Source: an optimization exercise on an open RTL-to-GDS flow (aim: small area). Production flows keep margins and buffers that such runs may drop.
The RTL was checked by simulation tests, not by an equivalence proof against the original design.

// dc_out_cal
module dc_out_cal #(
    parameter int NUM_CH    = 2,
    parameter int IN_W      = 16,
    parameter int DAC_W     = 12,
    parameter int SLOPE_W   = 16,
    parameter int CAL_SCALE = 11,
    parameter int IN_SHIFT  = 3,
    parameter int STEP_W    = 12
) (
    input  logic                      clk,
    input  logic                      reset,
    input  logic                      sample_tick,
    input  logic [NUM_CH-1:0]         enable,
    input  logic [NUM_CH*IN_W-1:0]    dc_ofs,
    input  logic [NUM_CH*SLOPE_W-1:0] slope,
    input  logic [NUM_CH*DAC_W-1:0]   intercept,
    input  logic                      clip_clr,
    input  logic [STEP_W-1:0]         slew_step,
    output logic [NUM_CH*DAC_W-1:0]   dac_word,
    output logic                      dac_valid,
    output logic [NUM_CH-1:0]         clip
);
For scale: roughly 1600 cells after synthesis, about 130 I/O pins.
export LEC_CHECK = 0
export CAP_MARGIN = 20
export CORE_MARGIN = 2
export CORE_UTILIZATION = 40
export CTS_BUF_LIST = sky130_fd_sc_hd__clkbuf_4 sky130_fd_sc_hd__clkbuf_8
export CTS_CLUSTER_SIZE = 10
export GPL_TIMING_DRIVEN = 0
export SETUP_SLACK_MARGIN = 0.05
export SLEW_MARGIN = 20
create_clock -name core_clock -period 7.0 [get_ports {clk}]
standard.sh (not shown) runs the stock make flow with config.mk's settings and CLKGATE_MAP_FILE= SYNTH_SCRIPT=/design/flow/synth_recipe.tcl, a recipe that flattens the netlist after the stock synthesis.
==> flow/flow/run.sh <==
#!/bin/bash
# Own layout flow: the standard synthesis, then a polarity clean-up of the full adders in
# its netlist (fapol.py: fewer inverters, same registers, same function), then the standard flow's
# standard layout steps from the clean netlist on.  Each tool's output goes to its own log
# in this folder.
set -euo pipefail
W=$(pwd)
R=$W/orfs/results/$FLOW_PLATFORM/dc_out_cal/base
bash standard.sh synth > "$W/flow_synth.log" 2>&1
cp "$R/1_2_yosys.v" "$W/1_2_yosys.standard.v"
python3 "$W/flow/fapol.py" "$W/1_2_yosys.standard.v" "$W/1_2_yosys.fapol.v" > "$W/flow_fapol.log" 2>&1
cp "$W/1_2_yosys.fapol.v" "$R/1_2_yosys.v"
touch "$R/1_2_yosys.v"
rm -f "$R/1_synth.odb"
# Port buffers: a small plain buffer on every input and output port (the standard flow picks
# a delay buffer).
bash standard.sh finish "BUFFER_PORTS_ARGS=-buffer_cell ${PORT_BUF:-sky130_fd_sc_hd__buf_1}" > "$W/flow_finish.log" 2>&1
Other scripts of this flow, unchanged in this note and not shown: flow/flow/fapol.py
The starting point ran to the end with no violations.
Change:
- CTS_BUF_LIST: sky130_fd_sc_hd__clkbuf_4 sky130_fd_sc_hd__clkbuf_8 -> sky130_fd_sc_hd__clkbuf_16
- CTS_CLUSTER_SIZE: 10 -> default
- global-route usage stays flat
- core utilization grows by 0.45 points
- first-iteration DRC count shrinks by 3.7%
- clock skew shrinks by 0.0034 ns
- non-clock buffer count grows by 6
- sequential share of layout area shrinks by 0.13 points

* * *

the baseline:
dc_out_cal again, from the RTL that the note above started with.
==> flow/config.mk <==
export PLATFORM = sky130hd
export DESIGN_NAME = dc_out_cal
export DESIGN_NICKNAME = dc_out_cal
export VERILOG_FILES = /design/flow/design.v
export SDC_FILE = /design/flow/constraint.sdc
export NUM_CORES = 4
export LEC_CHECK = 0
export CAP_MARGIN = 20
export CORE_MARGIN = 2
export CORE_UTILIZATION = 40
export CTS_BUF_LIST = sky130_fd_sc_hd__clkbuf_4 sky130_fd_sc_hd__clkbuf_8
export CTS_CLUSTER_SIZE = 10
export GPL_TIMING_DRIVEN = 0
export SETUP_SLACK_MARGIN = 0.05
export SLEW_MARGIN = 20
==> flow/constraint.sdc <==
create_clock -name core_clock -period 7.0 [get_ports {clk}]
set_input_delay 1.4000 -clock core_clock [delete_from_list [all_inputs] [get_ports {clk}]]
set_output_delay 1.4000 -clock core_clock [all_outputs]
set_load 0.01 [all_outputs]
==> flow/flow/run.sh <==
#!/bin/bash
# Own layout flow: the standard synthesis, then a polarity clean-up of the full adders in
# its netlist (fapol.py: fewer inverters, same registers, same function), then the standard flow's
# standard layout steps from the clean netlist on.  Each tool's output goes to its own log
# in this folder.
set -euo pipefail
W=$(pwd)
R=$W/orfs/results/$FLOW_PLATFORM/dc_out_cal/base
bash standard.sh synth > "$W/flow_synth.log" 2>&1
cp "$R/1_2_yosys.v" "$W/1_2_yosys.standard.v"
python3 "$W/flow/fapol.py" "$W/1_2_yosys.standard.v" "$W/1_2_yosys.fapol.v" > "$W/flow_fapol.log" 2>&1
cp "$W/1_2_yosys.fapol.v" "$R/1_2_yosys.v"
touch "$R/1_2_yosys.v"
rm -f "$R/1_synth.odb"
# Port buffers: a small plain buffer on every input and output port (the standard flow picks
# a delay buffer).
bash standard.sh finish "BUFFER_PORTS_ARGS=-buffer_cell sky130_fd_sc_hd__buf_1" > "$W/flow_finish.log" 2>&1
Other scripts of this flow, unchanged in this note and not shown: flow/flow/fapol.py
--- input diff the baseline..the candidate ---
# the baseline
export LEC_CHECK = 0
export CAP_MARGIN = 20
export CORE_MARGIN = 2
export CORE_UTILIZATION = 40
export CTS_BUF_LIST = sky130_fd_sc_hd__clkbuf_4 sky130_fd_sc_hd__clkbuf_8
export CTS_CLUSTER_SIZE = 10
export GPL_TIMING_DRIVEN = 0
export SETUP_SLACK_MARGIN = 0.05
export SLEW_MARGIN = 20
create_clock -name core_clock -period 7.0 [get_ports {clk}]
# the candidate
export LEC_CHECK = 0
export CAP_MARGIN = 20
export CORE_MARGIN = 2
export CORE_UTILIZATION = 40
export CTS_BUF_LIST = sky130_fd_sc_hd__clkbuf_4 sky130_fd_sc_hd__clkbuf_8
export CTS_CLUSTER_SIZE = 10
export GPL_TIMING_DRIVEN = 1
export SETUP_SLACK_MARGIN = 0.05
export SLEW_MARGIN = 20
create_clock -name core_clock -period 7.0 [get_ports {clk}]
### Flow results
A end point of the critical path of g_lane[0].code_reg[7] is what the baseline shows, while g_lane[1].code_reg[0] belongs to the candidate.
Side by side, weighted congestion reported at the end of routability-driven placement turned out higher in the candidate than in the baseline.
The candidate vs the baseline: share of cell area taken by multi-input logic gates down
Changes observed in the candidate relative to the baseline: routed wire length per instance shows a reduction of 0.69 µm, depth of the worst register-to-register path shows a reduction of about 4.5%, area added between synthesis and finish grew by 5.6 points.

==> port drivers added, routing unchanged <==
The results above use ideal ports. As a check the final layouts listed here were re-extracted and re-timed, cells and wires unchanged. Step 1 sets driving cells, clkbuf_16 on the clock port and buf_2 on the other inputs (assumed; they add their load-dependent delay and slew). Step 2 times the ports against the registers' clock, not the clock port: input delays grow and output delays shrink by t, the midpoint of the rising clock arrivals with the driver on. a / b / c = ideal ports / drivers / drivers and shift; a / b = the first two.
run | t, ns | setup WS [ns] | hold WS [ns] | pins driven straight from the clock port
the first run of note 1 | 0.426 | 0.212 / 0.218 / -0.208 | 0.335 / 0.335 / 0.335 | 1
the second run of note 1 | 0.397 | 0.112 / 0.090 / -0.306 | 0.327 / 0.327 / 0.327 | 1
the baseline | 0.421 | 0.178 / 0.169 / -0.253 | 0.327 / 0.327 / 0.327 | 1
the candidate | 0.431 | 0.152 / 0.170 / -0.261 | 0.330 / 0.330 / 0.330 | 1
Met with ideal ports but missed after step 2: setup timing in every run listed. For the baseline, which loses most, drivers alone change the setup slack by -0.009 ns; drivers and shift together by -0.431 ns.
